Source: an optimization exercise on an open RTL-to-GDS flow (aim: small area, a short achievable clock period and few clock cycles per item). Production flows keep margins and buffers that such runs may drop. RTL that was checked went through simulation tests only; none was proved equivalent to the original. For run 1, only the layout was checked, not whether the RTL still works. No activity file was given, so power comes from the tool's default toggle rates.

## flow/config.mk

```make
export PLATFORM = sky130hd
export DESIGN_NAME = lsu_top
export DESIGN_NICKNAME = lsu_top
export VERILOG_FILES = /design/flow/design.v
export SDC_FILE = /design/flow/constraint.sdc
export NUM_CORES = 4
export LEC_CHECK = 0
export CAP_MARGIN = 20
export CORE_MARGIN = 2
export CORE_UTILIZATION = 60
export SETUP_SLACK_MARGIN = 5
export SLEW_MARGIN = 20
```

## flow/design.v

```verilog
package lsu_pkg;
    localparam int ADDR_W   = 32;
    localparam int XLEN     = 32;
    localparam int MEM_W    = 64;
    localparam int STRB_W   = 8;
    localparam int SQ_DEPTH = 4;
    localparam int SQ_PTR_W = 2;
    localparam int TAG_W    = 5;
    typedef enum logic [3:0] {
        LB  = 4'd0,
        LBU = 4'd1,
        LH  = 4'd2,
        LHU = 4'd3,
        LW  = 4'd4,
        SB  = 4'd5,
        SH  = 4'd6,
        SW  = 4'd7
    } lsu_op_e;
    typedef enum logic [1:0] {
        BYTE = 2'd0,
        HALF = 2'd1,
        WORD = 2'd2
    } mem_size_e;
    typedef enum logic [1:0] {
        IDLE = 2'd0,
        REQ  = 2'd1,
        WAIT = 2'd2
    } mem_state_e;
    function automatic logic [XLEN/8-1:0] byte_mask(input mem_size_e size,
                                                    input logic [1:0] lo);
        unique case (size)
            2'd0:    byte_mask = 4'b0001 << lo;
            2'd1:    byte_mask = 4'b0011 << {lo[1], 1'b0};
            default: byte_mask = 4'b1111;
        endcase
    endfunction
endpackage
module lsu_top (
    input  logic                        clk,
    input  logic                        rst_n,
    input  logic                        issue_valid,
    output logic                        issue_ready,
    input  lsu_pkg::lsu_op_e            op,
    input  logic [lsu_pkg::ADDR_W-1:0]  base,
    input  logic [lsu_pkg::ADDR_W-1:0]  offset,
    input  logic [lsu_pkg::XLEN-1:0]    store_data,
    input  logic [lsu_pkg::TAG_W-1:0]   tag,
    input  logic                        commit,
    output logic                        wb_valid,
    input  logic                        wb_ready,
    output logic [lsu_pkg::TAG_W-1:0]   wb_tag,
    output logic [lsu_pkg::XLEN-1:0]    wb_data,
    output logic                        mem_req_valid,
    input  logic                        mem_req_ready,
    output logic                        mem_req_write,
    output logic [lsu_pkg::ADDR_W-1:0]  mem_req_addr,
    output logic [lsu_pkg::MEM_W-1:0]   mem_req_wdata,
    output logic [lsu_pkg::STRB_W-1:0]  mem_req_wstrb,
    input  logic                        mem_resp_valid,
    input  logic [lsu_pkg::MEM_W-1:0]   mem_resp_data
);
    localparam int SQN = 3;    
    localparam int LQN = 3;    
    localparam int RTN = 4;    
    logic        a_v, a_st, a_uns;
    logic [1:0]  a_size;
    logic [3:0]  a_mask;
    logic [31:0] a_addr;
    logic [31:0] a_pay;       
    logic [SQN-1:0] sq_v;
    logic [29:0]    sq_a  [SQN];
    logic [31:0]    sq_d  [SQN];
    logic [3:0]     sq_wm [SQN];
    logic [3:0]     sq_fm [SQN];
    logic [SQN-1:0] sq_hd, sq_tl;    
    logic [SQN-1:0] sq_cnt;    
    logic [2:0]     n_unc, n_cmt;
    logic [LQN-1:0] lq_rdy, lq_uns;
    logic [4:0]     lq_tag [LQN];
    logic [1:0]     lq_lo  [LQN];
    logic [1:0]     lq_size[LQN];
    logic [3:0]     lq_hit [LQN];
    logic [31:0]    lq_d   [LQN];
    logic [LQN-1:0] lq_hd, lq_tl;    
    logic [LQN-1:0] lq_cnt;    
    logic        req_v, req_w, req_a2;
    logic [28:0] req_a;
    logic [31:0] req_d;
    logic [3:0]  req_m;
    logic        raq_v;
    logic [29:0] raq_a;
    logic [RTN-1:0] rt_v, rt_w, rt_a2;
    logic        ir_q;
    logic        fire, in_st, in_uns;
    logic [1:0]  in_size;
    logic [3:0]  in_mask;
    logic [31:0] in_addr, in_pay;
    assign issue_ready = ir_q;
    assign fire    = issue_valid && ir_q;
    assign in_st   = op[2] && (op[1] || op[0]);
    assign in_uns  = !op[2] && op[0];
    assign in_addr = base + offset;
    always_comb begin
        unique case (op[2:0])
            3'd0, 3'd1, 3'd5: in_size = 2'd0;
            3'd2, 3'd3, 3'd6: in_size = 2'd1;
            default:          in_size = 2'd2;
        endcase
        unique case (in_size)
            2'd0:    in_mask = 4'b0001 << in_addr[1:0];
            2'd1:    in_mask = in_addr[1] ? 4'b1100 : 4'b0011;
            default: in_mask = 4'b1111;
        endcase
        in_pay = in_st ? (store_data << {in_addr[1:0], 3'b000}) : {27'b0, tag};
    end
    always_ff @(posedge clk) begin
        if (fire) begin
            a_st   <= in_st;
            a_uns  <= in_uns;
            a_size <= in_size;
            a_mask <= in_mask;
            a_addr <= in_addr;
            a_pay  <= in_pay;
        end
    end
    logic [SQN-1:0] eq;
    logic [3:0]     hit;
    logic [31:0]    fwd;
    logic           full;
    always_comb begin
        hit = '0;
        fwd = '0;
        for (int i = 0; i < SQN; i++) begin
            eq[i] = sq_v[i] && (sq_a[i] == a_addr[31:2]);
            for (int k = 0; k < 4; k++) begin
                if (eq[i] && sq_fm[i][k]) begin
                    hit[k]        = 1'b1;
                    fwd[k*8 +: 8] = fwd[k*8 +: 8] | sq_d[i][k*8 +: 8];
                end
            end
        end
        hit = hit & a_mask;
    end
    assign full = (hit == a_mask);
    logic a_go, sq_push, lq_push, ld_mem, req_free, wr_go, rd_raq, rd_a, raq_load;
    assign a_go    = a_v && (a_st ? !sq_cnt[SQN-1] : (!lq_cnt[LQN-1] && !raq_v));
    assign sq_push = a_go && a_st;
    assign lq_push = a_go && !a_st;
    assign ld_mem  = lq_push && !full;
    logic wr_ok;
    assign req_free = !req_v || mem_req_ready;
    assign rd_raq   = req_free && raq_v;
    assign rd_a     = req_free && ld_mem;
    assign wr_ok    = req_free && !raq_v && sq_cnt[0] && (n_cmt != '0);
    assign wr_go    = wr_ok && !ld_mem;
    assign raq_load = ld_mem && !req_free;
    logic cmt_ok;
    function automatic logic [2:0] updn3(input logic [2:0] c, input logic up, input logic dn);
        logic [2:0] cu, cd;
        cu = c + 3'd1;
        cd = c - 3'd1;
        updn3 = (up && !dn) ? cu : ((dn && !up) ? cd : c);
    endfunction
    function automatic logic [SQN-1:0] sq_therm(input logic [SQN-1:0] t, input logic up, input logic dn);
        sq_therm = (up && !dn) ? {t[SQN-2:0], 1'b1} : ((dn && !up) ? {1'b0, t[SQN-1:1]} : t);
    endfunction
    function automatic logic [LQN-1:0] lq_therm(input logic [LQN-1:0] t, input logic up, input logic dn);
        lq_therm = (up && !dn) ? {t[LQN-2:0], 1'b1} : ((dn && !up) ? {1'b0, t[LQN-1:1]} : t);
    endfunction
    assign cmt_ok = commit && (n_unc != '0);
    always_ff @(posedge clk or negedge rst_n) begin
        if (!rst_n) begin
            n_unc <= '0;
            n_cmt <= '0;
        end else begin
            n_unc <= updn3(n_unc, fire && in_st, cmt_ok);
            n_cmt <= updn3(n_cmt, cmt_ok, wr_go);
        end
    end
    always_ff @(posedge clk or negedge rst_n) begin
        if (!rst_n) begin
            req_v <= 1'b0;
            raq_v <= 1'b0;
        end else begin
            if (req_free) req_v <= raq_v || wr_go || ld_mem;
            if (raq_load)    raq_v <= 1'b1;
            else if (rd_raq) raq_v <= 1'b0;
        end
    end
    logic [29:0] sqh_a;
    logic [31:0] sqh_d;
    logic [3:0]  sqh_m;
    always_comb begin
        sqh_a = '0;
        sqh_d = '0;
        sqh_m = '0;
        for (int i = 0; i < SQN; i++) begin
            if (sq_hd[i]) begin
                sqh_a = sqh_a | sq_a[i];
                sqh_d = sqh_d | sq_d[i];
                sqh_m = sqh_m | sq_wm[i];
            end
        end
    end
    always_ff @(posedge clk) begin
        if (req_free) begin
            if (raq_v) begin
                req_w  <= 1'b0;
                req_a  <= raq_a[29:1];
                req_a2 <= raq_a[0];
            end else if (wr_go) begin
                req_w  <= 1'b1;
                req_a  <= sqh_a[29:1];
                req_a2 <= sqh_a[0];
            end else begin
                req_w  <= 1'b0;
                req_a  <= a_addr[31:3];
                req_a2 <= a_addr[2];
            end
        end
        if (wr_go) begin
            req_d <= sqh_d;
            req_m <= sqh_m;
        end
        if (lq_push && !req_free) raq_a <= a_addr[31:2];
    end
    assign mem_req_valid = req_v;
    assign mem_req_write = req_w;
    assign mem_req_addr  = {req_a, 3'b000};
    assign mem_req_wdata = {req_d, req_d};
    assign mem_req_wstrb = req_a2 ? {req_m, 4'b0000} : {4'b0000, req_m};
    always_ff @(posedge clk or negedge rst_n) begin
        if (!rst_n) begin
            sq_v   <= '0;
            sq_hd  <= SQN'(1);
            sq_tl  <= SQN'(1);
            sq_cnt <= '0;
        end else begin
            for (int i = 0; i < SQN; i++) begin
                if (sq_push && sq_tl[i]) sq_v[i] <= 1'b1;
            end
            if (sq_push) sq_tl <= {sq_tl[SQN-2:0], sq_tl[SQN-1]};
            if (wr_go)   sq_hd <= {sq_hd[SQN-2:0], sq_hd[SQN-1]};
            sq_cnt <= sq_therm(sq_cnt, sq_push, wr_go);
        end
    end
    always_ff @(posedge clk) begin
        for (int i = 0; i < SQN; i++) begin
            if (sq_push && sq_tl[i]) begin
                sq_a[i]  <= a_addr[31:2];
                sq_d[i]  <= a_pay;
                sq_wm[i] <= a_mask;
                sq_fm[i] <= a_mask;
            end else if (sq_push && eq[i]) begin
                sq_fm[i] <= sq_fm[i] & ~a_mask;
            end
        end
    end
    logic           req_acc;
    logic [RTN-1:0] rt_vn, rt_wn, rt_a2n;
    assign req_acc = req_v && mem_req_ready;
    always_comb begin
        logic done;
        for (int i = 0; i < RTN; i++) begin
            if (mem_resp_valid) begin
                rt_vn[i]  = (i < RTN-1) ? rt_v[(i+1)%RTN] : 1'b0;
                rt_wn[i]  = rt_w[(i+1)%RTN];
                rt_a2n[i] = rt_a2[(i+1)%RTN];
            end else begin
                rt_vn[i]  = rt_v[i];
                rt_wn[i]  = rt_w[i];
                rt_a2n[i] = rt_a2[i];
            end
        end
        done = 1'b0;
        for (int i = 0; i < RTN; i++) begin
            if (req_acc && !rt_vn[i] && !done) begin
                done      = 1'b1;
                rt_vn[i]  = 1'b1;
                rt_wn[i]  = req_w;
                rt_a2n[i] = req_a2;
            end
        end
    end
    always_ff @(posedge clk or negedge rst_n) begin
        if (!rst_n) rt_v <= '0;
        else        rt_v <= rt_vn;
    end
    always_ff @(posedge clk) begin
        rt_w  <= rt_wn;
        rt_a2 <= rt_a2n;
    end
    logic [LQN-1:0] fill;
    logic           rsp_rd;
    logic [31:0]    rsp_w;
    always_comb begin
        fill = '0;
        for (int h = 0; h < LQN; h++) begin
            logic found;
            found = 1'b0;
            for (int j = 0; j < LQN; j++) begin
                if (lq_hd[h] && lq_cnt[j] && !lq_rdy[(h+j)%LQN] && !found) begin
                    found             = 1'b1;
                    fill[(h+j)%LQN]   = 1'b1;
                end
            end
        end
    end
    assign rsp_rd = mem_resp_valid && rt_v[0] && !rt_w[0];
    assign rsp_w  = rt_a2[0] ? mem_resp_data[63:32] : mem_resp_data[31:0];
    logic lq_pop;
    logic        lqh_rdy, lqh_fill, lqh_uns;
    logic [4:0]  lqh_tag;
    logic [1:0]  lqh_lo, lqh_size;
    logic [3:0]  lqh_hit;
    logic [31:0] lqh_d;
    always_comb begin
        lqh_rdy  = 1'b0;
        lqh_fill = 1'b0;
        lqh_uns  = 1'b0;
        lqh_tag  = '0;
        lqh_lo   = '0;
        lqh_size = '0;
        lqh_hit  = '0;
        lqh_d    = '0;
        for (int i = 0; i < LQN; i++) begin
            if (lq_hd[i]) begin
                lqh_rdy  = lqh_rdy  | lq_rdy[i];
                lqh_fill = lqh_fill | fill[i];
                lqh_uns  = lqh_uns  | lq_uns[i];
                lqh_tag  = lqh_tag  | lq_tag[i];
                lqh_lo   = lqh_lo   | lq_lo[i];
                lqh_size = lqh_size | lq_size[i];
                lqh_hit  = lqh_hit  | lq_hit[i];
                lqh_d    = lqh_d    | lq_d[i];
            end
        end
    end
    assign lq_pop = lq_cnt[0] && (lqh_rdy || (rsp_rd && lqh_fill))
                    && (!wb_valid || wb_ready);
    always_ff @(posedge clk or negedge rst_n) begin
        if (!rst_n) begin
            lq_rdy <= '0;
            lq_hd  <= LQN'(1);
            lq_tl  <= LQN'(1);
            lq_cnt <= '0;
        end else begin
            for (int i = 0; i < LQN; i++) begin
                if (lq_push && lq_tl[i]) lq_rdy[i] <= full;
                else if (rsp_rd && fill[i])      lq_rdy[i] <= 1'b1;
            end
            if (lq_push) lq_tl <= {lq_tl[LQN-2:0], lq_tl[LQN-1]};
            if (lq_pop)  lq_hd <= {lq_hd[LQN-2:0], lq_hd[LQN-1]};
            lq_cnt <= lq_therm(lq_cnt, lq_push, lq_pop);
        end
    end
    always_ff @(posedge clk) begin
        for (int i = 0; i < LQN; i++) begin
            if (lq_push && lq_tl[i]) begin
                lq_tag[i]  <= a_pay[4:0];
                lq_lo[i]   <= a_addr[1:0];
                lq_size[i] <= a_size;
                lq_uns[i]  <= a_uns;
                lq_hit[i]  <= hit;
                lq_d[i]    <= fwd;
            end else if (rsp_rd && fill[i]) begin
                for (int k = 0; k < 4; k++)
                    if (!lq_hit[i][k]) lq_d[i][k*8 +: 8] <= rsp_w[k*8 +: 8];
            end
        end
    end
    logic [31:0] ext, sh;
    always_comb begin
        logic [31:0] md;
        for (int k = 0; k < 4; k++)
            md[k*8 +: 8] = (lqh_rdy || lqh_hit[k]) ? lqh_d[k*8 +: 8] : rsp_w[k*8 +: 8];
        sh = md >> {lqh_lo, 3'b000};
        unique case (lqh_size)
            2'd0:    ext = lqh_uns ? {24'b0, sh[7:0]}  : {{24{sh[7]}}, sh[7:0]};
            2'd1:    ext = lqh_uns ? {16'b0, sh[15:0]} : {{16{sh[15]}}, sh[15:0]};
            default: ext = sh;
        endcase
    end
    always_ff @(posedge clk or negedge rst_n) begin
        if (!rst_n) wb_valid <= 1'b0;
        else if (lq_pop) wb_valid <= 1'b1;
        else if (wb_ready) wb_valid <= 1'b0;
    end
    always_ff @(posedge clk) begin
        if (lq_pop) begin
            wb_tag  <= lqh_tag;
            wb_data <= ext;
        end
    end
    logic         a_v_n, a_st_n, raq_v_p;
    logic [SQN-1:0] sq_cnt_n;
    logic [LQN-1:0] lq_cnt_n;
    assign a_v_n    = fire || (a_v && !a_go);
    assign a_st_n   = fire ? in_st : a_st;
    assign raq_v_p  = (lq_push && !req_free) || (raq_v && !rd_raq);
    assign sq_cnt_n = sq_therm(sq_cnt, sq_push, wr_ok && !lq_push);
    assign lq_cnt_n = lq_therm(lq_cnt, lq_push, lq_pop);
    always_ff @(posedge clk or negedge rst_n) begin
        if (!rst_n) begin
            a_v  <= 1'b0;
            ir_q <= 1'b1;
        end else begin
            a_v  <= a_v_n;
            ir_q <= !a_v_n || (a_st_n ? !sq_cnt_n[SQN-1] : (!lq_cnt_n[LQN-1] && !raq_v_p));
        end
    end
endmodule
```

## flow/run.sh

```bash
#!/bin/bash
# synth_recipe.tcl (not shown) runs the flow's synth.tcl, then flattens the netlist and writes it again
# the make line also repeats each setting of config.mk as NAME=value (left out here)
make -C /OpenROAD-flow-scripts/flow DESIGN_CONFIG=/design/flow/config.mk WORK_HOME=/design/flow/orfs CLKGATE_MAP_FILE= SYNTH_SCRIPT=/design/flow/synth_recipe.tcl finish
```

## flow/constraint.sdc

```tcl
create_clock -name core_clock -period 8.5 [get_ports {clk}]
set_input_delay 1.7000 -clock core_clock [delete_from_list [all_inputs] [get_ports {clk}]]
set_output_delay 1.7000 -clock core_clock [all_outputs]
set_load 0.01 [all_outputs]
```

==> impl_metrics.csv, run 1 <==
group,metric,value,unit
run_status,outcome,"no timing/DRC/antenna violations",
critical_path,timing.critical_path.cells,"xnor2_2, nand4_1, nor4_4, buf_6, and4_4, nor3_2, and2_4, nor3_4, o21ai_4, buf_12, ha_4, inv_2, fa_2, mux2_2",
placement,placed_cells_incl_taps,2789,
sta,final_min_period_over_clock_period,0.412,
sta,worstMarginPinSlew,1140,ps
global_route,number_of_global_route_vias_before_repair,18186,
sta,whs,461,ps
synth,ys_warn_count,10,
critical_path,critPathKind,"reg2reg",
synth,synth.cell_area,27800,um^2
min_path,timing.hold.worst_path_depth,2,
min_path,worst_hold_path.endpoint,"lq_tl[0]$_DFFE_PN1P_",
clock_network,cts_sinks,601,
placement,port_buffers,316,
global_route,grt_pass1_wl,110,mm
power,totalPowerFinal,9.71,mW
synth,syn-instance-count,1977,
floorplanning,die_w,219,um
min_path,hp-class,"reg2reg",
critical_path,timing.critical_path.depth,14,
cells_and_area,finish.cell_count_without_fillers,3004,
critical_path,crit_path_end_kind,"register",
routing,drt-initial-drc-count,3184,
critical_path,crit_path_max_incr_delay,440,ps
routing,dr_total_vias,19151,
sta,final_layout_setup_total_negative_slack,0,ps
sta,rsz0062_at_grt,"yes",
sta,hold_violations,0,
sta,worst_slew_margin_rel,0.240,
min_path,timing.hold.worst.start,"lq_tl[0]$_DFFE_PN1P_",
clock_network,tritoncts_clock_tree,"done",
synth,proportion_of_synthesized_chip_area_in_sequential_cells,0.643,
power,vdd.ir_drop.worst,0.000320,V
floorplanning,fp-row-count,78,
floorplanning,floorplan.core_area,45500,um^2
critical_path,data_arrival_time_of_the_worst_path,4020,ps
synth,asr_flop_ratio_synth,0.0649,
floorplanning,die_height,219,um
floorplanning,io_pins,321,
power,power_leakage,13.0,nW
critical_path,worst_path_dominant_cell_family,"simple AND/OR/NAND/NOR gates",
critical_path,crit_path_max_fanout,8,
critical_path,depth_of_the_worst_register_to_register_path,14,
routing,average_detailed_routed_wire_length_per_instance,25.0,um
floorplanning,floorplan.initialDensity,0.610,
clock_network,max_h_tree_level,2,
routing,postRouteAntennaNets,0,
critical_path,r2r-end,"n_cmt[1]$_DFFE_PN0P_",
power,pwr_density_cell,278,nW/um^2
global_route,grt_remaining_overflow,0,
critical_path,critical_path_buf_inv_count,3,
cells_and_area,area.growth.synth_to_final,25.6,%
critical_path,timing.critical_path.slowest_stage_cell,"edfxtp_1",
synth,ys_seq_elements,601,
clock_network,worst_skew_pair.late_latency,640,ps
critical_path,critPathLaunchType,"register",
floorplanning,die-area,48000,um^2
cells_and_area,layout_cells_sized_above_1,0.192,
synth,avgSynthCellArea,14.0,um^2
routing,drt-vias-per-instance,6.38,
sta,clock_skew,30.0,ps
sta,fmax,285,MHz
cells_and_area,final_net_count,2567,
routing,remaining_drcs,0,
placement,dp_hpwl,47.9,mm
global_route,initial_antenna_violation_count,0,
clock_network,root_buffer,"clkbuf_16",
routing,drt-total-wl,75.1,mm
sta,max_slew_violation_total_from_the_final_report,0,
global_route,largest_net_degree_at_the_start_of_global_routing,77,
sta,post-route-min-period,3500,ps
critical_path,timing.rr.start,"a_addr[16]$_DFFE_PP_",
clock_network,clkSlewWorstSetupHoldPaths,60,ps
synth,number_of_flops_mapped_to_enable_cells_by_yosys,561,
critical_path,timing.reg2reg.setup_slack,5000,ps
cells_and_area,antenna_cells_inserted,0,
clock_network,clk_path_buf_depth,3,
sta,setup_viol,0,
routing,first_pass_iters,13,
run,timing.max_cap.violations,0,
synth,distinct_cells_synth,75,
placement,place_congestion,0.875,
clock_network,cts_made_buffers,60,
critical_path,required,9020,ps
global_route,grtUsageTotal,0.309,
synth,top_reg_cell_synth,"edfxtp_1",
==> kinds of logic after synthesis <==
group,Yosys count,share of synthesized area
compound gates,438,0.122
other cells,1,0.000135
buf+inv,212,0.0381
fa+ha+maj,39,0.0184
mux,199,0.0736
flops,601,0.643
xor+xnor,125,0.0394
simple gates,362,0.0651
==> cell usage after synthesis (5+ instances only) <==
| master | number | area, um^2 |
|---|---|---|
| nand4_1 | 22 | 138 |
| a222oi_1 | 144 | 1440 |
| buf_2 | 7 | 35.0 |
| o21ai_0 | 77 | 385 |
| nor3_1 | 8 | 40.0 |
| xor2_1 | 15 | 131 |
| clkbuf_1 | 65 | 244 |
| nand2_1 | 123 | 462 |
| a21oi_1 | 55 | 275 |
| mux2i_1 | 169 | 1690 |
| dlygate4sd3_1 | 5 | 50.1 |
| mux2_2 | 25 | 282 |
| a211oi_1 | 27 | 203 |
| nor4_1 | 6 | 37.5 |
| nor2_1 | 93 | 349 |
| dfstp_2 | 5 | 131 |
| edfxtp_1 | 561 | 16800 |
| nand2b_1 | 9 | 56.3 |
| buf_6 | 8 | 90.1 |
| a21o_1 | 19 | 143 |
| buf_4 | 39 | 293 |
| nand3_1 | 26 | 130 |
| o21ai_1 | 39 | 195 |
| xnor2_1 | 110 | 963 |
| and4_1 | 6 | 52.6 |
| or3_1 | 5 | 31.3 |
| a31oi_1 | 8 | 50.1 |
| buf_1 | 12 | 45.0 |
| and2_1 | 15 | 93.8 |
| a22oi_1 | 8 | 60.1 |
| ha_1 | 36 | 450 |
| dfrtp_1 | 34 | 851 |
| o211ai_2 | 27 | 338 |
| inv_1 | 69 | 259 |
| nor2b_1 | 17 | 106 |
| or2_2 | 7 | 43.8 |
==> state kept, by name (all words and copies together), names as in the netlist, 15 cells and up <==
| name | cells |
|---|---|
| req_a | 29 |
| lq_tag | 15 |
| sq_a | 90 |
| lq_d | 96 |
| raq_a | 30 |
| a_pay | 32 |
| a_addr | 32 |
| sq_d | 96 |
| req_d | 32 |
| wb_data | 32 |
==> cell usage in the layout (no fill, tap or decap), drive strengths merged, types with 25 or more instances in the layout <==
master	n
a211oi	27
a21oi	55
a222oi	144
buf	132
clkbuf	92
clkdlybuf4s50	270
clkinv	25
dfrtp	34
edfxtp	561
ha	36
inv	74
mux2	30
mux2i	169
nand2	126
nand3	27
nor2	93
o211ai	31
o21ai	117
xnor2	110
==> metrics by stage <==
step	instance area, um^2	utilization	worst slack (ps)
6_report	34900	0.767	5000
5_1_grt	34900	0.767	4880
4_1_cts	34400	0.756	4950
3_5_place_dp	31500	0.692	3120
3_3_place_gp	31500	0.692	3210
2_1_floorplan	28100	-	4570
==> layer usage <==
metal  up-vias  routed length, um  global-route usage
met5         -                  0                   0
met4         0               1340              0.0723
met3        74               7990              0.0611
met2      1033              34600               0.468
met1      9555              31200               0.464
li1       8489                  -                   -
==> worst max-delay path by stage <==
stage | startpoint | to
floorplan | mem_resp_valid | ir_q$_DFF_PN1_
global placement | mem_req_ready | req_d[17]$_DFFE_PN_
detailed placement | mem_req_ready | req_d[16]$_DFFE_PN_
CTS | req_v$_DFFE_PN0N_ | mem_req_valid
global route | a_addr[10]$_DFFE_PP_ | n_cmt[1]$_DFFE_PN0P_
finish | a_addr[16]$_DFFE_PP_ | n_cmt[1]$_DFFE_PN0P_
==> tightest hold or removal path, delay by kind of cell (launching register included) <==
kind	cells	cell delay, ps
flip-flops	1	370
AND/OR/NAND/NOR	2	100
==> report_power, final <==
group / switching (mW) / leakage (nW) / internal, mW
Clock: 1.13 / 0.972 / 1.58
Sequential: 0.223 / 5.64 / 3.77
Combinational: 1.73 / 6.42 / 1.28
==> timing repair <==
action,CTS,global route
pin swaps,44,49
setup buffers,60,36
gates cloned,4,1
endpoints found under the setup margin,169,86
gates resized for setup,129,82
hold buffers,0,0
endpoints found under the hold margin,0,0
==> final cells by class <==
cell class                 count  area (um^2)
sequential                   601        17900
fill                        2855        10600
multi-input combinational   1167         9810
timing repair buffer         448         4150
clock buffer                  73         1550
tap                          600          751
clock inverter                41          465
inverter                      73          282
timing repair inverter         1         7.51
==> run 2, diff against run 1 <==
--- a/flow/design.v
+++ b/flow/design.v
@@ -60,5 +60,5 @@
     input  logic [lsu_pkg::MEM_W-1:0]   mem_resp_data
 );
-    localparam int SQN = 3;    
+    localparam int SQN = 2;    
     localparam int LQN = 3;    
     localparam int RTN = 4;    
@@ -143,4 +143,5 @@
     end
     assign full = (hit == a_mask);
+    logic cmt_ok;
     logic a_go, sq_push, lq_push, ld_mem, req_free, wr_go, rd_raq, rd_a, raq_load;
     assign a_go    = a_v && (a_st ? !sq_cnt[SQN-1] : (!lq_cnt[LQN-1] && !raq_v));
@@ -152,8 +153,7 @@
     assign rd_raq   = req_free && raq_v;
     assign rd_a     = req_free && ld_mem;
-    assign wr_ok    = req_free && !raq_v && sq_cnt[0] && (n_cmt != '0);
+    assign wr_ok    = req_free && !raq_v && sq_cnt[0] && ((n_cmt != '0) || cmt_ok);
     assign wr_go    = wr_ok && !ld_mem;
     assign raq_load = ld_mem && !req_free;
-    logic cmt_ok;
     function automatic logic [2:0] updn3(input logic [2:0] c, input logic up, input logic dn);
         logic [2:0] cu, cd;
--- a/flow/config.mk
+++ b/flow/config.mk
@@ -8,5 +8,7 @@
 export CAP_MARGIN = 20
 export CORE_MARGIN = 2
-export CORE_UTILIZATION = 60
+export CORE_UTILIZATION = 70
+export CTS_CLUSTER_DIAMETER = 80
+export CTS_CLUSTER_SIZE = 30
 export SETUP_SLACK_MARGIN = 5
 export SLEW_MARGIN = 20
==> run 2 against run 1 <==
Power is 19% lower. Highest routed layer unchanged. Wire length is 12% lower. Sequential cell count is 74 lower. Sequential share of layout area is 1.2 points higher. Utilization is 9.8 points higher.
==> impl_metrics.csv, run 2 <==
group,metric,value,unit
floorplanning,io_pins,321,
routing,first_pass_iters,9,
clock_network,cts_sinks,527,
clock_network,clk_path_buf_depth,3,
synth,yosys.cell_count.top_type,"edfxtp_1",
routing,remaining_drcs,0,
routing,postRouteAntennaNets,0,
global_route,grt_pass1_wl,95.3,mm
cells_and_area,area.growth.synth_to_final,21.8,%
min_path,timing.hold.worst_path_depth,0,
floorplanning,die_w,191,um
clock_network,root_buffer,"clkbuf_16",
synth,synth.area.top_cells,"edfxtp_1, mux2i_1, dfrtp_1",
cells_and_area,final_net_count,2341,
routing,drt-initial-drc-count,2784,
synth,number_of_flops_mapped_to_enable_cells_by_yosys,491,
critical_path,required,8810,ps
sta,max_slew_violation_total_from_the_final_report,0,
critical_path,timing.reg2reg.setup_slack,4700,ps
synth,largest_family_of_logic_cells_by_synthesized_area,"compound AO/OA/AOI/OAI gates",
floorplanning,die_height,191,um
synth,synthTopCellsByCount,"edfxtp_1, mux2i_1, nand2_1",
sta,setup_viol,0,
routing,average_detailed_routed_wire_length_per_instance,25.6,um
power,pwr_density_cell,262,nW/um^2
sta,worst_slew_margin_rel,0.325,
sta,layout_setup_ws,4180,ps
floorplanning,floorplan.core_area,34500,um^2
clock_network,worst_skew_pair.late_latency,570,ps
routing,dr_total_vias,17654,
synth,synth_compound_area_frac,0.123,
synth,asr_flop_ratio_synth,0.0664,
cells_and_area,top_register,"lq_d",
clock_network,clkSlewWorstSetupHoldPaths,110,ps
critical_path,critPathKind,"in2reg",
run,timing.max_cap.violations,0,
global_route,number_of_global_route_vias_before_repair,16760,
clock_network,cts_made_buffers,21,
sta,hold_violations,0,
clock_network,max_h_tree_level,1,
power,vdd.ir_drop.worst,0.000284,V
synth,ys_seq_elements,527,
critical_path,critPathLaunchType,"input pin",
synth,ys_warn_count,10,
sta,post-route-min-period,4320,ps
floorplanning,fp-row-count,68,
floorplanning,floorplan.initialDensity,0.711,
critical_path,crit_path_max_fanout,3,
power,power_leakage,10.6,nW
global_route,grt_remaining_overflow,0,
placement,dp_hpwl,42.1,mm
cells_and_area,layout_cells_sized_above_1,0.129,
synth,avgSynthCellArea,13.5,um^2
critical_path,r2r-end,"n_cmt[1]$_DFFE_PN0P_",
cells_and_area,fin_util,0.865,
clock_network,post_cts_hold_buffer_count,0,
power,totalPowerFinal,7.83,mW
critical_path,timing.rr.start,"a_addr[24]$_DFFE_PP_",
global_route,grtUsageTotal,0.346,
synth,proportion_of_synthesized_chip_area_in_sequential_cells,0.637,
synth,distinct_cells_synth,65,
min_path,worst_hold_path.endpoint,"sq_d[1][24]$_DFFE_PP_",
placement,dpl_worst_slack,3200,ps
synth,synth.cell_area,24500,um^2
sta,final_layout_setup_total_negative_slack,0,ps
clock_network,tritoncts_clock_tree,"done",
synth,top_reg_cell_synth,"edfxtp_1",
cells_and_area,commonest_non_fill_non_tap_cell_in_the_layout,"edfxtp_1",
critical_path,crit_path_end_kind,"register",
sta,fmax,231,MHz
routing,drt-total-wl,66.3,mm
synth,synth_xor_xnor_area_share,0.0328,
run_status,outcome,"no timing/DRC/antenna violations",
routing,drt-vias-per-instance,6.81,
cells_and_area,layout_common_cells,"edfxtp_1, clkdlybuf4s50_1, mux2i_1",
sta,final_min_period_over_clock_period,0.509,
critical_path,depth_of_the_worst_register_to_register_path,15,
cells_and_area,reg.largest.list,"lq_d (96), sq_d (64), sq_a (60)",
sta,clock_skew,31.8,ps
synth,synth_fa_ha_area_frac,0.0208,
placement,port_buffers,316,
global_route,largest_net_degree_at_the_start_of_global_routing,72,
synth,syn-instance-count,1818,
synth,simple_gate_area_share_of_the_yosys_netlist,0.0681,
synth,netlist.area_leader.share,0.601,
synth,post_synth_mux_area_share,0.0823,
min_path,timing.hold.worst.start,"a_pay[24]$_SDFFCE_PN0P_",
global_route,initial_antenna_violation_count,4,
floorplanning,die-area,36600,um^2
placement,place_congestion,0.909,
min_path,hp-class,"reg2reg",
cells_and_area,flip_flop_count_of_the_largest_register_after_layout,96,
critical_path,data_arrival_time_of_the_worst_path,4630,ps
sta,rsz0062_at_grt,"yes",
synth,post-synth-top-area-cell,"edfxtp_1",
sta,worstMarginPinSlew,1010,ps
run 2: cell type report:
cell class,instances,area [um^2]
clock buffers,29,556
inverters,66,256
fillers,1623,4660
clock inverters,2,25.0
flip-flops and latches,527,15600
repair buffers,411,4080
multi-input cells,1099,8740
diodes,4,10.0
well taps,455,569
run 2: kinds of logic after synthesis:
| kind of cell | Yosys count |
|---|---|
| and+or+nand+nor | 356 |
| xor gates and xnor gates | 92 |
| other | 1 |
| AOI/OAI and AO/OA | 409 |
| adders and majority gates | 39 |
| muxes | 198 |
| DFF | 527 |
| buffers and inverters | 196 |
run 2: metal layers:
layer | global-route usage | up-vias | routed length (um)
li1 | - | 7579 | -
met2 | 0.568 | 1372 | 32400
met4 | 0.108 | 0 | 2130
met5 | 0 | - | 0
met1 | 0.479 | 8528 | 23400
met3 | 0.0595 | 175 | 8390
run 2: report_power, final:
part / leakage (nW) / internal, mW / switching (mW)
Combinational: 5.32 / 1.28 / 1.71
Sequential: 4.96 / 3.38 / 0.241
Clock: 0.280 / 0.470 / 0.740
Total: 10.6 / 5.14 / 2.69
run 2: critical path, cell delays in order:
cell      delay (ps)
buf_6            100
ha_4             150
fa_2             360
a21oi_2          150
nand4b_1         210
a211o_1          170
o211ai_1         150
o41a_1           370
a41o_1           230
o41a_4           370
and4_4           150
or4_1            520
run 2: worst max-delay path by stage:
stage          startpoint                    to  slack, ps  cells past startpoint
4_1_cts           base[0]  a_addr[30]$_DFFE_PP_       4290                     12
6_report          base[0]  a_addr[30]$_DFFE_PP_       4180                     12
2_1_floorplan  offset[11]  a_addr[30]$_DFFE_PP_       3970                     11
5_1_grt           base[0]  a_addr[30]$_DFFE_PP_       4140                     12
3_5_place_dp      base[0]  a_addr[30]$_DFFE_PP_       3200                     12
3_3_place_gp    offset[0]  a_addr[30]$_DFFE_PP_       3240                     12
run 2: repair_timing:
item | in CTS | in global routing
setup endpoints to repair | 189 | 185
gates cloned | 7 | 2
buffers inserted | 38 | 20
pin swaps | 48 | 26
gates resized for setup | 137 | 62
run 2: through the flow:
stage / cells / area, um^2 / hold WS (ps)
4_1_cts: 2567 / 29500 / 459
3_5_place_dp: 2491 / 28100 / 435
2_1_floorplan: 1820 / 24800 / 421
3_3_place_gp: 2489 / 28100 / 425
5_1_grt: 2592 / 29900 / 464
6_report: 2593 / 29900 / 458
Testbench counts of run 2, summed over its fixed seeds: cycles 6,365, items 4,800.
==> run 3, diff against run 2 <==
--- a/flow/config.mk
+++ b/flow/config.mk
@@ -8,7 +8,5 @@
 export CAP_MARGIN = 20
 export CORE_MARGIN = 2
-export CORE_UTILIZATION = 70
-export CTS_CLUSTER_DIAMETER = 80
-export CTS_CLUSTER_SIZE = 30
+export CORE_UTILIZATION = 60
 export SETUP_SLACK_MARGIN = 5
 export SLEW_MARGIN = 20
==> run 3 against run 2 <==
Still clean on timing, DRC and antenna. Final cell count grew 6.0%. Area after synthesis unchanged. Clock skew is 15 ps lower. Maximum frequency is 2.8% higher. Global-route usage shrank 4.7 points. Critical endpoint unchanged.
==> impl_metrics.csv, run 3 <==
group,metric,value,unit
sta,final_min_period_over_clock_period,0.495,
critical_path,worst_path_dominant_cell_family,"compound AO/OA/AOI/OAI gates",
critical_path,timing.critical_path.slowest_stage_cell,"clkdlybuf4s50_1",
floorplanning,floorplan.initialDensity,0.604,
floorplanning,io_pins,321,
routing,postRouteAntennaNets,0,
clock_network,max_h_tree_level,2,
sta,clock_skew,16.8,ps
critical_path,timing.rr.start,"a_addr[20]$_DFFE_PP_",
sta,worst_slew_margin_rel,0.290,
routing,drt-initial-drc-count,2244,
placement,dp_hpwl,40.9,mm
run,timing.max_cap.violations,0,
critical_path,crit_path_max_fanout,5,
critical_path,data_arrival_time_of_the_worst_path,4540,ps
critical_path,critical_path_buf_inv_count,1,
synth,ys_warn_count,10,
synth,proportion_of_synthesized_chip_area_in_sequential_cells,0.637,
power,vdd.ir_drop.worst,0.000166,V
critical_path,required,8840,ps
synth,number_of_flops_mapped_to_enable_cells_by_yosys,491,
routing,drt-total-wl,64.3,mm
synth,distinct_cells_synth,65,
placement,place_congestion,0.888,
cells_and_area,reg.largest.list,"lq_d (96), sq_d (64), sq_a (60)",
clock_network,cts_made_buffers,51,
routing,drt-vias-per-instance,6.18,
floorplanning,die_height,206,um
critical_path,timing.reg2reg.setup_slack,4710,ps
synth,yosys.cell_count.top_type,"edfxtp_1",
clock_network,clk_path_buf_depth,3,
sta,max_slew_violation_total_from_the_final_report,0,
power,power_leakage,11.1,nW
critical_path,crit_path_max_incr_delay,510,ps
cells_and_area,antenna_cells_inserted,0,
sta,hold_violations,0,
synth,asr_flop_ratio_synth,0.0664,
run_status,outcome,"no timing/DRC/antenna violations",
synth,ys_seq_elements,527,
synth,synthTopCellsByCount,"edfxtp_1, mux2i_1, nand2_1",
floorplanning,floorplan.core_area,40600,um^2
cells_and_area,multi_input_area,8750,um^2
cells_and_area,fin_util,0.766,
synth,syn-instance-count,1818,
routing,first_pass_iters,9,
cells_and_area,layout_cells_sized_above_1,0.160,
global_route,grtUsageTotal,0.299,
sta,worstMarginPinSlew,1060,ps
global_route,grt_remaining_overflow,0,
sta,setup_viol,0,
global_route,grt_pass1_wl,94.7,mm
global_route,largest_net_degree_at_the_start_of_global_routing,72,
critical_path,r2r-end,"n_cmt[1]$_DFFE_PN0P_",
synth,avgSynthCellArea,13.5,um^2
floorplanning,die-area,42500,um^2
sta,post-route-min-period,4200,ps
placement,port_buffers,316,
min_path,worst_hold_path.endpoint,"sq_d[0][9]$_DFFE_PP_",
clock_network,worst_skew_pair.late_latency,600,ps
sta,final_layout_setup_total_negative_slack,0,ps
routing,average_detailed_routed_wire_length_per_instance,23.4,um
synth,top_reg_cell_synth,"edfxtp_1",
critical_path,depth_of_the_worst_register_to_register_path,17,
clock_network,cts_sinks,527,
clock_network,clkSlewWorstSetupHoldPaths,60,ps
cells_and_area,area.growth.synth_to_final,26.8,%
cells_and_area,register_area,15600,um^2
floorplanning,die_w,206,um
cells_and_area,layout_common_cells,"edfxtp_1, clkdlybuf4s50_1, mux2i_1",
cells_and_area,commonest_non_fill_non_tap_cell_in_the_layout,"edfxtp_1",
global_route,number_of_global_route_vias_before_repair,15965,
cells_and_area,top_register,"lq_d",
cells_and_area,flip_flop_count_of_the_largest_register_after_layout,96,
critical_path,crit_path_end_kind,"register",
critical_path,critPathKind,"in2reg",
global_route,initial_antenna_violation_count,1,
critical_path,critPathLaunchType,"input pin",
synth,synth.area.top_cells,"edfxtp_1, mux2i_1, dfrtp_1",
floorplanning,fp-row-count,74,
cells_and_area,layout.filler_cells,2505,
critical_path,timing.critical_path.cells,"clkdlybuf4s50_1, ha_4, o21a_1, nand2_4, a211o_1, o211ai_1, o41a_1, a41o_1, o41a_4, and4_4, or4_1",
synth,netlist.area_leader.share,0.601,
routing,remaining_drcs,0,
sta,fmax,238,MHz
min_path,timing.hold.worst_path_depth,0,
sta,rsz0062_at_grt,"yes",
synth,post-synth-top-area-cell,"edfxtp_1",
clock_network,root_buffer,"clkbuf_16",
power,pwr_density_cell,282,nW/um^2
synth,synth.cell_area,24500,um^2
cells_and_area,final_net_count,2390,
min_path,hp-class,"reg2reg",
clock_network,post_cts_hold_buffer_count,0,
clock_network,tritoncts_clock_tree,"done",
min_path,timing.hold.worst.start,"a_pay[9]$_SDFFCE_PP0P_",
routing,dr_total_vias,16983,
==> run 3: cell counts after synthesis <==
No cell type changed its count.
==> run 3: kinds of logic after synthesis <==
family          Yosys count  synth area share
simple gates            356            0.0681
other cells               1          0.000153
buf+inv                 196            0.0358
compound gates          409             0.123
mux                     198            0.0823
fa+ha+maj                39            0.0208
flops                   527             0.637
xor+xnor                 92            0.0328
==> run 3: how the worst max path moves through the flow <==
stage             startpoint                   end  slack (ps)  cells past startpoint
3_5_place_dp   mem_req_ready  n_cmt[1]$_DFFE_PN0P_        2600                     11
5_1_grt              base[7]  a_addr[30]$_DFFE_PP_        4240                     11
2_1_floorplan     offset[11]  a_addr[30]$_DFFE_PP_        3970                     11
4_1_cts              base[0]  a_addr[30]$_DFFE_PP_        4380                     12
6_report          offset[18]  a_addr[30]$_DFFE_PP_        4300                     11
3_3_place_gp   mem_req_ready  n_cmt[1]$_DFFE_PN0P_        2660                     11
==> run 3: per-layer routing <==
layer / track usage / vias up / share of wire
met5: 0 / - / 0
met4: 0.0781 / 0 / 0.023
met3: 0.0574 / 109 / 0.092
met2: 0.462 / 814 / 0.46
met1: 0.440 / 8350 / 0.42
li1: - / 7710 / -
==> run 3: timing repair <==
action | CTS | global route
pin swaps | 40 | 52
gates resized for setup | 110 | 90
gates cloned | 7 | 0
endpoints found under the setup margin | 188 | 107
setup buffers | 49 | 31
==> run 3: through the flow <==
step | hold WS (ps) | setup WS (ps) | area (um^2) | power, mW | std cells
2_1_floorplan | 421 | 3970 | 24800 | 5.18 | 1820
3_3_place_gp | 426 | 2660 | 28200 | 6.19 | 2567
3_5_place_dp | 431 | 2600 | 28200 | 6.25 | 2567
4_1_cts | 446 | 4380 | 30700 | 8.70 | 2718
5_1_grt | 447 | 4240 | 31100 | 9.16 | 2749
6_report | 445 | 4300 | 31100 | 8.78 | 2749
==> run 3: cell type report <==
cell class              instances  area share
well taps                     532      0.0214
clock inverters                34     0.00985
inverters                      66     0.00848
flip-flops and latches        527       0.503
repair buffers                430       0.134
multi-input cells            1099       0.281
clock buffers                  61      0.0425
==> run 3: power by group <==
group,internal [mW],total [mW],switching [mW]
clock network,1.27,2.23,0.964
logic,1.28,2.93,1.65
registers,3.39,3.62,0.232
total,5.93,8.78,2.85
==> run 4, diff against run 3 <==
==> flow/flow/run.sh (new file) <==
#!/bin/bash
# Standard layout, with the port buffers drawn from the smallest buffer cell
# instead of the delay buffer the resizer picks by default. Every input and
# output port still gets its own buffer.
export BUFFER_PORTS_ARGS="-buffer_cell sky130_fd_sc_hd__buf_1"
bash standard.sh > standard.log 2>&1
==> flow/standard.sh (new file) <==
#!/bin/bash
# synth_recipe.tcl (not shown) runs the flow's synth.tcl, then flattens the netlist and writes it again
# the make line also repeats each setting of config.mk as NAME=value (left out here)
make -C /OpenROAD-flow-scripts/flow DESIGN_CONFIG=/design/flow/config.mk WORK_HOME=/design/flow/orfs CLKGATE_MAP_FILE= SYNTH_SCRIPT=/design/flow/synth_recipe.tcl "${@:-finish}"
removed: flow/run.sh
==> run 4 against run 3 <==
Global-route usage shrank 0.89 points. Die area stayed put. Wire length fell by 2.8%. Sequential cell count unchanged. Clock skew grew 1.6 ps. Critical endpoint unchanged. Via count decreased by 2.2%. Sequential share of layout area is 4.3 points higher. Count of clock-buffer cells in the layout rose by 7. Worst hold slack got worse by 5.1 ps. Final cell count down 1.3%.
==> impl_metrics.csv, run 4 <==
group,metric,value,unit
cells_and_area,layout_cells_sized_above_1,0.129,
routing,drt-vias-per-instance,6.12,
floorplanning,fp-row-count,74,
global_route,grt_pass1_wl,91.9,mm
power,power_leakage,9.99,nW
power,p_seq_frac,0.432,
cells_and_area,finish.instance_area,28700,um^2
sta,rsz0062_at_grt,"yes",
global_route,initial_antenna_violation_count,0,
routing,dr_total_vias,16607,
placement,placed_cells_incl_taps,2569,
sta,final_layout_setup_total_negative_slack,0,ps
synth,synthTopCellsByCount,"edfxtp_1, mux2i_1, nand2_1",
power,combPwrFrac,0.306,
sta,setup_viol,0,
routing,remaining_drcs,0,
power,clkPwrFrac,0.261,
clock_network,clk_path_buf_depth,3,
critical_path,timing.critical_path.cells,"buf_6, ha_4, fa_2, a21oi_2, nand4b_1, a211o_1, o211ai_1, o41a_1, a41o_1, o41a_4, and4_4, or4_4",
clock_network,tritoncts_clock_tree,"done",
routing,postRouteAntennaNets,0,
run,timing.max_cap.violations,0,
power,pwr_density_cell,294,nW/um^2
critical_path,worst_path_dominant_cell_family,"compound AO/OA/AOI/OAI gates",
sta,hold_violations,0,
synth,synth.cell_area,24500,um^2
routing,first_pass_iters,6,
synth,ys_seq_elements,527,
clock_network,worst_skew_pair.late_latency,600,ps
critical_path,crit_path_end_kind,"register",
cells_and_area,commonest_non_fill_non_tap_cell_in_the_layout,"edfxtp_1",
clock_network,root_buffer,"clkbuf_16",
sta,fmax,236,MHz
global_route,number_of_global_route_vias_before_repair,15446,
critical_path,crit_path_max_incr_delay,440,ps
synth,avgSynthCellArea,13.5,um^2
routing,drt-initial-drc-count,2046,
global_route,grtUsageTotal,0.290,
sta,final_min_period_over_clock_period,0.499,
synth,synth.area.top_cells,"edfxtp_1, mux2i_1, dfrtp_1",
floorplanning,floorplan.initialDensity,0.604,
synth,yosys.cell_count.top_type,"edfxtp_1",
global_route,largest_net_degree_at_the_start_of_global_routing,72,
cells_and_area,flip_flop_count_of_the_largest_register_after_layout,96,
synth,distinct_cells_synth,65,
cells_and_area,finish.cell_count_without_fillers,2712,
clock_network,cts_sinks,527,
synth,syn-instance-count,1818,
critical_path,timing.critical_path.slowest_stage_cell,"o41a_1",
synth,top_reg_cell_synth,"edfxtp_1",
floorplanning,io_pins,321,
critical_path,critPathKind,"in2reg",
sta,worst_slew_margin_rel,0.246,
routing,average_detailed_routed_wire_length_per_instance,23.0,um
placement,port_buffers,316,
power,switching_share,0.334,
cells_and_area,top_register,"lq_d",
critical_path,critical_path_buf_inv_count,1,
synth,asr_flop_ratio_synth,0.0664,
cells_and_area,final_net_count,2353,
clock_network,max_h_tree_level,2,
power,power.internal,5.61,mW
power,switching_component_of_the_power,2.81,mW
sta,max_slew_violation_total_from_the_final_report,0,
sta,post-route-min-period,4240,ps
clock_network,post_cts_hold_buffer_count,0,
global_route,grt_remaining_overflow,0,
floorplanning,die-area,42500,um^2
critical_path,critPathLaunchType,"input pin",
cells_and_area,area.growth.synth_to_final,16.8,%
floorplanning,die_height,206,um
min_path,hp-class,"reg2reg",
cells_and_area,layout.filler_cells,2884,
placement,place_congestion,0.834,
sta,worstMarginPinSlew,1130,ps
cells_and_area,antenna_cells_inserted,0,
routing,drt-total-wl,62.5,mm
cells_and_area,reg.largest.list,"lq_d (96), sq_d (64), sq_a (60)",
power,vdd.ir_drop.worst,0.000158,V
run_status,outcome,"no timing/DRC/antenna violations",
synth,post-synth-top-area-cell,"edfxtp_1",
critical_path,data_arrival_time_of_the_worst_path,4570,ps
placement,dpl_cell_area,26200,um^2
synth,proportion_of_synthesized_chip_area_in_sequential_cells,0.637,
synth,netlist.area_leader.share,0.601,
clock_network,clkSlewWorstSetupHoldPaths,60,ps
sta,clock_skew,18.3,ps
floorplanning,die_w,206,um
cells_and_area,fin_util,0.705,
synth,number_of_flops_mapped_to_enable_cells_by_yosys,491,
synth,ys_warn_count,10,
clock_network,cts_made_buffers,51,
floorplanning,floorplan.core_area,40600,um^2
critical_path,required,8830,ps
placement,dp_hpwl,40.5,mm
cells_and_area,layout_common_cells,"edfxtp_1, buf_1, mux2i_1",
sta,whs,440,ps
critical_path,crit_path_max_fanout,2,
-- run 4: worst register-to-register path, stage by stage (launching register included) --
cell and delay, ps:
edfxtp_1 490, xor2_1 250, nor4_2 300, nand4_1 290, nor3_4 420, a22oi_2 130
a22o_1 270, o21ai_4 200, buf_12 130, and2_4 160, inv_4 40, ha_4 150
inv_2 50, fa_2 410, mux2_2 270
-- run 4: layout make-up --
cell class,count,area (um^2),share of cell area
clock buffers,68,1360,0.0475
clock inverters,27,250,0.00873
inverters,66,254,0.00886
multi-input cells,1099,8500,0.297
flip-flops and latches,527,15600,0.546
well taps,532,666,0.0232
repair buffers,393,1980,0.0692
-- run 4: through the flow --
stage / worst slack (ps) / power (mW)
floorplan: 3970 / 5.18
global placement: 3540 / 5.95
detailed placement: 3480 / 6.00
CTS: 4390 / 8.37
global route: 4260 / 8.80
finish: 4260 / 8.42
-- run 4: worst paths after layout --
kind / start / endpoint / slack, ps / cells after the start
min in group asynchronous: rst_n / rt_v[1]$_DFF_PN0_ / 1260 / 1
min: a_pay[5]$_SDFFCE_PP0P_ / sq_d[0][5]$_DFFE_PP_ / 440 / 0
max: offset[0] / a_addr[30]$_DFFE_PP_ / 4260 / 12
max reg2reg: a_addr[18]$_DFFE_PP_ / n_cmt[1]$_DFFE_PN0P_ / 4820 / 14
min reg2reg: a_pay[5]$_SDFFCE_PP0P_ / sq_d[0][5]$_DFFE_PP_ / 440 / 0
max in group asynchronous: rst_n / sq_hd[1]$_DFFE_PN0N_ / 6580 / 1
-- run 4: repair_timing --
| item | CTS | global route |
|---|---|---|
| resized for setup | 44 | 30 |
| setup endpoints to repair | 108 | 97 |
| gates cloned | 6 | 1 |
| pin swaps | 24 | 17 |
| buffers inserted | 26 | 15 |
-- run 4: power by group through the flow --
| stage | combinational [mW] | clock [mW] | sequential, mW |
|---|---|---|---|
| 2_1_floorplan | 1.52 | 0 | 3.66 |
| 3_3_place_gp | 2.26 | 0 | 3.68 |
| 3_5_place_dp | 2.31 | 0 | 3.70 |
| 4_1_cts | 2.51 | 2.23 | 3.64 |
| 5_1_grt | 2.80 | 2.32 | 3.67 |
| 6_report | 2.58 | 2.20 | 3.64 |
-- run 4: kinds of logic (layout without fill, tap and decap cells) --
family / after synthesis / count (layout) / share of synthesized area
simple gates: 356 / 358 / 0.0681
xor+xnor: 92 / 92 / 0.0328
compound gates: 409 / 409 / 0.123
mux: 198 / 198 / 0.0823
buf+inv: 196 / 554 / 0.0358
fa+ha+maj: 39 / 39 / 0.0208
flops: 527 / 527 / 0.637
other cells: 1 / 3 / 0.000153
-- run 4: layer usage --
layer / global-route usage / wire length (um)
met5: 0 / 0
met4: 0.0694 / 1250
met3: 0.0465 / 5360
met2: 0.439 / 28700
met1: 0.443 / 27100
==> run 5, diff against run 4 <==
--- a/flow/design.v
+++ b/flow/design.v
@@ -66,5 +66,8 @@
     logic [1:0]  a_size;
     logic [3:0]  a_mask;
-    logic [31:0] a_addr;
+    logic [31:0] a_addr;      
+    logic [19:0] a_lo;        
+    logic        a_c20;       
+    logic [11:0] a_p, a_g;    
     logic [31:0] a_pay;       
     logic [SQN-1:0] sq_v;
@@ -75,5 +78,5 @@
     logic [SQN-1:0] sq_hd, sq_tl;    
     logic [SQN-1:0] sq_cnt;    
-    logic [2:0]     n_unc, n_cmt;
+    logic [SQN:0]   n_unc, n_cmt;
     logic [LQN-1:0] lq_rdy, lq_uns;
     logic [4:0]     lq_tag [LQN];
@@ -95,10 +98,11 @@
     logic [1:0]  in_size;
     logic [3:0]  in_mask;
-    logic [31:0] in_addr, in_pay;
+    logic [31:0] in_pay;
+    logic [20:0] in_lo;
     assign issue_ready = ir_q;
     assign fire    = issue_valid && ir_q;
     assign in_st   = op[2] && (op[1] || op[0]);
     assign in_uns  = !op[2] && op[0];
-    assign in_addr = base + offset;
+    assign in_lo   = {1'b0, base[19:0]} + {1'b0, offset[19:0]};
     always_comb begin
         unique case (op[2:0])
@@ -108,9 +112,9 @@
         endcase
         unique case (in_size)
-            2'd0:    in_mask = 4'b0001 << in_addr[1:0];
-            2'd1:    in_mask = in_addr[1] ? 4'b1100 : 4'b0011;
+            2'd0:    in_mask = 4'b0001 << in_lo[1:0];
+            2'd1:    in_mask = in_lo[1] ? 4'b1100 : 4'b0011;
             default: in_mask = 4'b1111;
         endcase
-        in_pay = in_st ? (store_data << {in_addr[1:0], 3'b000}) : {27'b0, tag};
+        in_pay = in_st ? (store_data << {in_lo[1:0], 3'b000}) : {27'b0, tag};
     end
     always_ff @(posedge clk) begin
@@ -120,8 +124,20 @@
             a_size <= in_size;
             a_mask <= in_mask;
-            a_addr <= in_addr;
+            a_lo   <= in_lo[19:0];
+            a_c20  <= in_lo[20];
+            a_p    <= base[31:20] ^ offset[31:20];
+            a_g    <= base[31:20] & offset[31:20];
             a_pay  <= in_pay;
         end
     end
+    assign a_addr = {a_p + {a_g[10:0], 1'b0} + {11'b0, a_c20}, a_lo};
+    function automatic logic hi_eq(input logic [11:0] p, input logic [11:0] g,
+                                   input logic c, input logic [11:0] k);
+        logic [11:0] cin;
+        cin[0] = c;
+        for (int j = 1; j < 12; j++)
+            cin[j] = g[j-1] | (p[j-1] & ~k[j-1]);
+        hi_eq = ((p ^ k) == cin);
+    endfunction
     logic [SQN-1:0] eq;
     logic [3:0]     hit;
@@ -132,5 +148,5 @@
         fwd = '0;
         for (int i = 0; i < SQN; i++) begin
-            eq[i] = sq_v[i] && (sq_a[i] == a_addr[31:2]);
+            eq[i] = sq_v[i] && (sq_a[i][17:0] == a_lo[19:2]) && hi_eq(a_p, a_g, a_c20, sq_a[i][29:18]);
             for (int k = 0; k < 4; k++) begin
                 if (eq[i] && sq_fm[i][k]) begin
@@ -153,12 +169,9 @@
     assign rd_raq   = req_free && raq_v;
     assign rd_a     = req_free && ld_mem;
-    assign wr_ok    = req_free && !raq_v && sq_cnt[0] && ((n_cmt != '0) || cmt_ok);
+    assign wr_ok    = req_free && !raq_v && sq_cnt[0] && (n_cmt[0] || cmt_ok);
     assign wr_go    = wr_ok && !ld_mem;
     assign raq_load = ld_mem && !req_free;
-    function automatic logic [2:0] updn3(input logic [2:0] c, input logic up, input logic dn);
-        logic [2:0] cu, cd;
-        cu = c + 3'd1;
-        cd = c - 3'd1;
-        updn3 = (up && !dn) ? cu : ((dn && !up) ? cd : c);
+    function automatic logic [SQN:0] cnt_therm(input logic [SQN:0] t, input logic up, input logic dn);
+        cnt_therm = (up && !dn) ? {t[SQN-1:0], 1'b1} : ((dn && !up) ? {1'b0, t[SQN:1]} : t);
     endfunction
     function automatic logic [SQN-1:0] sq_therm(input logic [SQN-1:0] t, input logic up, input logic dn);
@@ -168,5 +181,5 @@
         lq_therm = (up && !dn) ? {t[LQN-2:0], 1'b1} : ((dn && !up) ? {1'b0, t[LQN-1:1]} : t);
     endfunction
-    assign cmt_ok = commit && (n_unc != '0);
+    assign cmt_ok = commit && n_unc[0];
     always_ff @(posedge clk or negedge rst_n) begin
         if (!rst_n) begin
@@ -174,6 +187,6 @@
             n_cmt <= '0;
         end else begin
-            n_unc <= updn3(n_unc, fire && in_st, cmt_ok);
-            n_cmt <= updn3(n_cmt, cmt_ok, wr_go);
+            n_unc <= cnt_therm(n_unc, fire && in_st, cmt_ok);
+            n_cmt <= cnt_therm(n_cmt, cmt_ok, wr_go);
         end
     end
@@ -219,5 +232,5 @@
             end
         end
-        if (wr_go) begin
+        if (wr_ok) begin
             req_d <= sqh_d;
             req_m <= sqh_m;
--- a/flow/config.mk
+++ b/flow/config.mk
@@ -8,5 +8,7 @@
 export CAP_MARGIN = 20
 export CORE_MARGIN = 2
-export CORE_UTILIZATION = 60
+export CORE_UTILIZATION = 65
+export CTS_CLUSTER_DIAMETER = 60
+export CTS_CLUSTER_SIZE = 24
 export SETUP_SLACK_MARGIN = 5
 export SLEW_MARGIN = 20
==> run 5 against run 4 <==
Still clean. Sequential cell count grew 12. Sequential power is essentially flat. Worst setup slack gained 660 ps. Global-route usage grew 0.65 points. Combinational power shrank 8.1%. Power shrank 7.0%. Register-to-register slack gained 100 ps. Clock power shrank 18%. Count of clock-buffer cells in the layout shrank 29. Critical path type is now reg2reg. Critical endpoint is now req_a[4]$_DFFE_PN_. Highest routed layer unchanged.
==> impl_metrics.csv, run 5 <==
group,metric,value,unit
sta,clock_skew,22.7,ps
critical_path,required,8810,ps
floorplanning,floorplan.core_area,38600,um^2
placement,port_buffers,316,
routing,first_pass_iters,7,
cells_and_area,flip_flop_count_of_the_largest_register_after_layout,96,
placement,place_congestion,0.851,
global_route,initial_antenna_violation_count,0,
critical_path,crit_path_max_fanout,5,
routing,dr_total_vias,16965,
cells_and_area,final_net_count,2417,
clock_network,root_buffer,"clkbuf_16",
clock_network,worst_skew_pair.late_latency,570,ps
placement,placed_cells_incl_taps,2593,
synth,synth.cell_area,25300,um^2
synth,avgSynthCellArea,13.7,um^2
clock_network,post_cts_hold_buffer_count,0,
floorplanning,die-area,40600,um^2
cells_and_area,reg.largest.list,"lq_d (96), sq_d (64), sq_a (60)",
synth,asr_flop_ratio_synth,0.0649,
sta,post-route-min-period,3580,ps
clock_network,clkSlewWorstSetupHoldPaths,80,ps
synth,netlist.area_leader.share,0.596,
global_route,grt_pass1_wl,91.7,mm
synth,syn-instance-count,1851,
sta,setup_viol,0,
critical_path,crit_path_end_kind,"register",
cells_and_area,top_register,"lq_d",
synth,synth.area.top_cells,"edfxtp_1, mux2i_1, ha_1",
synth,distinct_cells_synth,63,
synth,proportion_of_synthesized_chip_area_in_sequential_cells,0.632,
sta,rsz0062_at_grt,"yes",
sta,final_layout_setup_total_negative_slack,0,ps
routing,postRouteAntennaNets,0,
clock_network,max_h_tree_level,2,
cells_and_area,antenna_cells_inserted,0,
sta,max_slew_violation_total_from_the_final_report,0,
sta,final_min_period_over_clock_period,0.421,
run_status,outcome,"no timing/DRC/antenna violations",
synth,number_of_flops_mapped_to_enable_cells_by_yosys,503,
synth,yosys.cell_count.top_type,"edfxtp_1",
routing,drt-vias-per-instance,6.26,
global_route,grtUsageTotal,0.297,
sta,whs,451,ps
cells_and_area,layout_cells_sized_above_1,0.133,
global_route,largest_net_degree_at_the_start_of_global_routing,77,
placement,dp_hpwl,39.6,mm
sta,fmax,280,MHz
sta,hold_violations,0,
cells_and_area,commonest_non_fill_non_tap_cell_in_the_layout,"edfxtp_1",
routing,drt-initial-drc-count,2081,
floorplanning,die_height,201,um
power,totalPowerFinal,7.83,mW
clock_network,cts_sinks,539,
routing,remaining_drcs,0,
floorplanning,die_w,201,um
clock_network,tritoncts_clock_tree,"done",
floorplanning,floorplan.initialDensity,0.657,
critical_path,critPathKind,"reg2reg",
sta,worst_slew_margin_rel,0.284,
critical_path,data_arrival_time_of_the_worst_path,3890,ps
run,timing.max_cap.violations,0,
floorplanning,fp-row-count,72,
sta,worstMarginPinSlew,1070,ps
routing,drt-total-wl,61.6,mm
min_path,hp-class,"reg2reg",
cells_and_area,finish.cell_count_without_fillers,2710,
global_route,number_of_global_route_vias_before_repair,15975,
critical_path,critPathLaunchType,"register",
routing,average_detailed_routed_wire_length_per_instance,22.7,um
power,vdd.ir_drop.worst,0.000139,V
synth,synthTopCellsByCount,"edfxtp_1, mux2i_1, nand2_1",
synth,top_reg_cell_synth,"edfxtp_1",
cells_and_area,area.growth.synth_to_final,14.7,%
clock_network,cts_made_buffers,36,
global_route,grt_remaining_overflow,0,
clock_network,clk_path_buf_depth,3,
power,power_leakage,10.3,nW
synth,ys_warn_count,10,
cells_and_area,layout_common_cells,"edfxtp_1, buf_1, mux2i_1",
floorplanning,io_pins,321,
power,pwr_density_cell,270,nW/um^2
synth,ys_seq_elements,539,
synth,post-synth-top-area-cell,"edfxtp_1",
==> run 5: cell types whose count changed in the layout (fill, tap and decap cells not counted), sizes merged, moves of 11 or more <==
cell    before  now
a22o        69   39
a22oi       47   75
clkbuf      73   41
edfxtp     491  503
ha          36   69
inv         67   78
nand3       38    9
nand4        9   20
o211ai       3   44
o21ai       84   98
o311ai      32    2
or3          2   21
xnor2       27   56
xor2        65   14
==> run 5: cell type report <==
cell class,instances,area [um^2]
sequential,539,16000
fill,2521,9510
multi-input combinational,1125,8950
timing repair buffer,398,1960
clock buffer,39,933
tap,518,648
inverter,68,279
clock inverter,21,246
timing repair inverter,2,27.5
==> run 5: worst paths after layout <==
path	startpoint	endpoint	slack, ps	cells after the start
worst min register to register	a_pay[24]$_SDFFCE_PN0P_	sq_d[1][24]$_DFFE_PP_	450	0
max in group asynchronous	rst_n	sq_hd[1]$_DFFE_PN0N_	6570	1
min in group asynchronous	rst_n	rt_v[1]$_DFF_PN0_	1260	1
worst max-delay path	a_p[7]$_DFFE_PP_	req_a[4]$_DFFE_PN_	4920	12
worst min-delay path	a_pay[24]$_SDFFCE_PN0P_	sq_d[1][24]$_DFFE_PP_	450	0
worst max register to register	a_p[7]$_DFFE_PP_	req_a[4]$_DFFE_PN_	4920	12
==> run 5: repair_timing <==
item,in CTS,in global routing
setup endpoints to repair,230,122
cloned,5,2
resized for setup,43,53
setup buffers,28,22
pin swaps,26,49
==> run 5: cell families after synthesis <==
group,Yosys count,share of synthesized area
flip-flops,539,0.632
AO/OA/AOI/OAI,427,0.126
AND/OR/NAND/NOR,352,0.0667
multiplexers,199,0.0802
buffers and inverters,192,0.0350
adder cells (fa/ha/maj),71,0.0357
XOR/XNOR,70,0.0242
other,1,0.000148
==> run 5: through the flow <==
stage | area, um^2 | setup slack [ps] | util
floorplan | 25500 | 4630 | -
global placement | 26900 | 3840 | 0.698
detailed placement | 26900 | 3830 | 0.698
CTS | 28600 | 4900 | 0.741
global route | 29000 | 4850 | 0.753
finish | 29000 | 4920 | 0.753
==> run 5: power breakdown <==
part	internal (mW)	total [mW]	switching, mW
registers	3.44	3.66	0.221
clock network	0.870	1.81	0.935
logic	0.925	2.37	1.44
==> run 5: routing by layer <==
metal	vias up	GRT usage	share of wire
li1	7773	-	-
met1	8254	0.457	0.44
met2	845	0.451	0.45
met3	93	0.0364	0.084
met4	0	0.0830	0.022
met5	-	0	0
==> run 5: critical path: stages, from the launching register on <==
cell       delay, ps
edfxtp_1         470
ha_4             320
or3_1            130
nand4_1           80
or4_4            590
and4bb_4         430
a22oi_2          100
a22o_1           230
o21a_2           250
buf_4            150
clkbuf_16        150
o211ai_1         280
o211ai_4         140
Testbench counts of run 5, summed over its fixed seeds: cycles 6,365, items 4,800.

[afterwards: timing with drivers on the ports]
Ports are ideal in the flow. The routed layouts listed here were re-timed in OpenROAD. Step 1, drivers: a clkbuf_16 drives clk and a buf_2 each remaining input, both assumed. Step 2 moves the port delays by t, midway between the first and last clock arrival at a register: inputs arrive t later, outputs are due t later. That takes back most of the time a late clock gives input paths. a / b / c = no drivers / after step 1 / after step 2; a / b = the first two.
run | shift t [ns] | slack for setup (ns) | cell pins on the clock port's net
run 1 | 0.682 | 4.996 / 4.996 / 4.352 | 1
run 2 | 0.606 | 4.177 / 4.200 / 3.594 | 1
run 3 | 0.644 | 4.295 / 4.326 / 3.682 | 1
run 4 | 0.641 | 4.260 / 4.280 / 3.639 | 1
run 5 | 0.621 | 4.924 / 4.924 / 4.348 | 1
After both steps setup and hold are still met in every run listed. For run 1, which loses most, drivers alone change the setup slack by 0.000 ns; drivers and shift together by -0.644 ns.
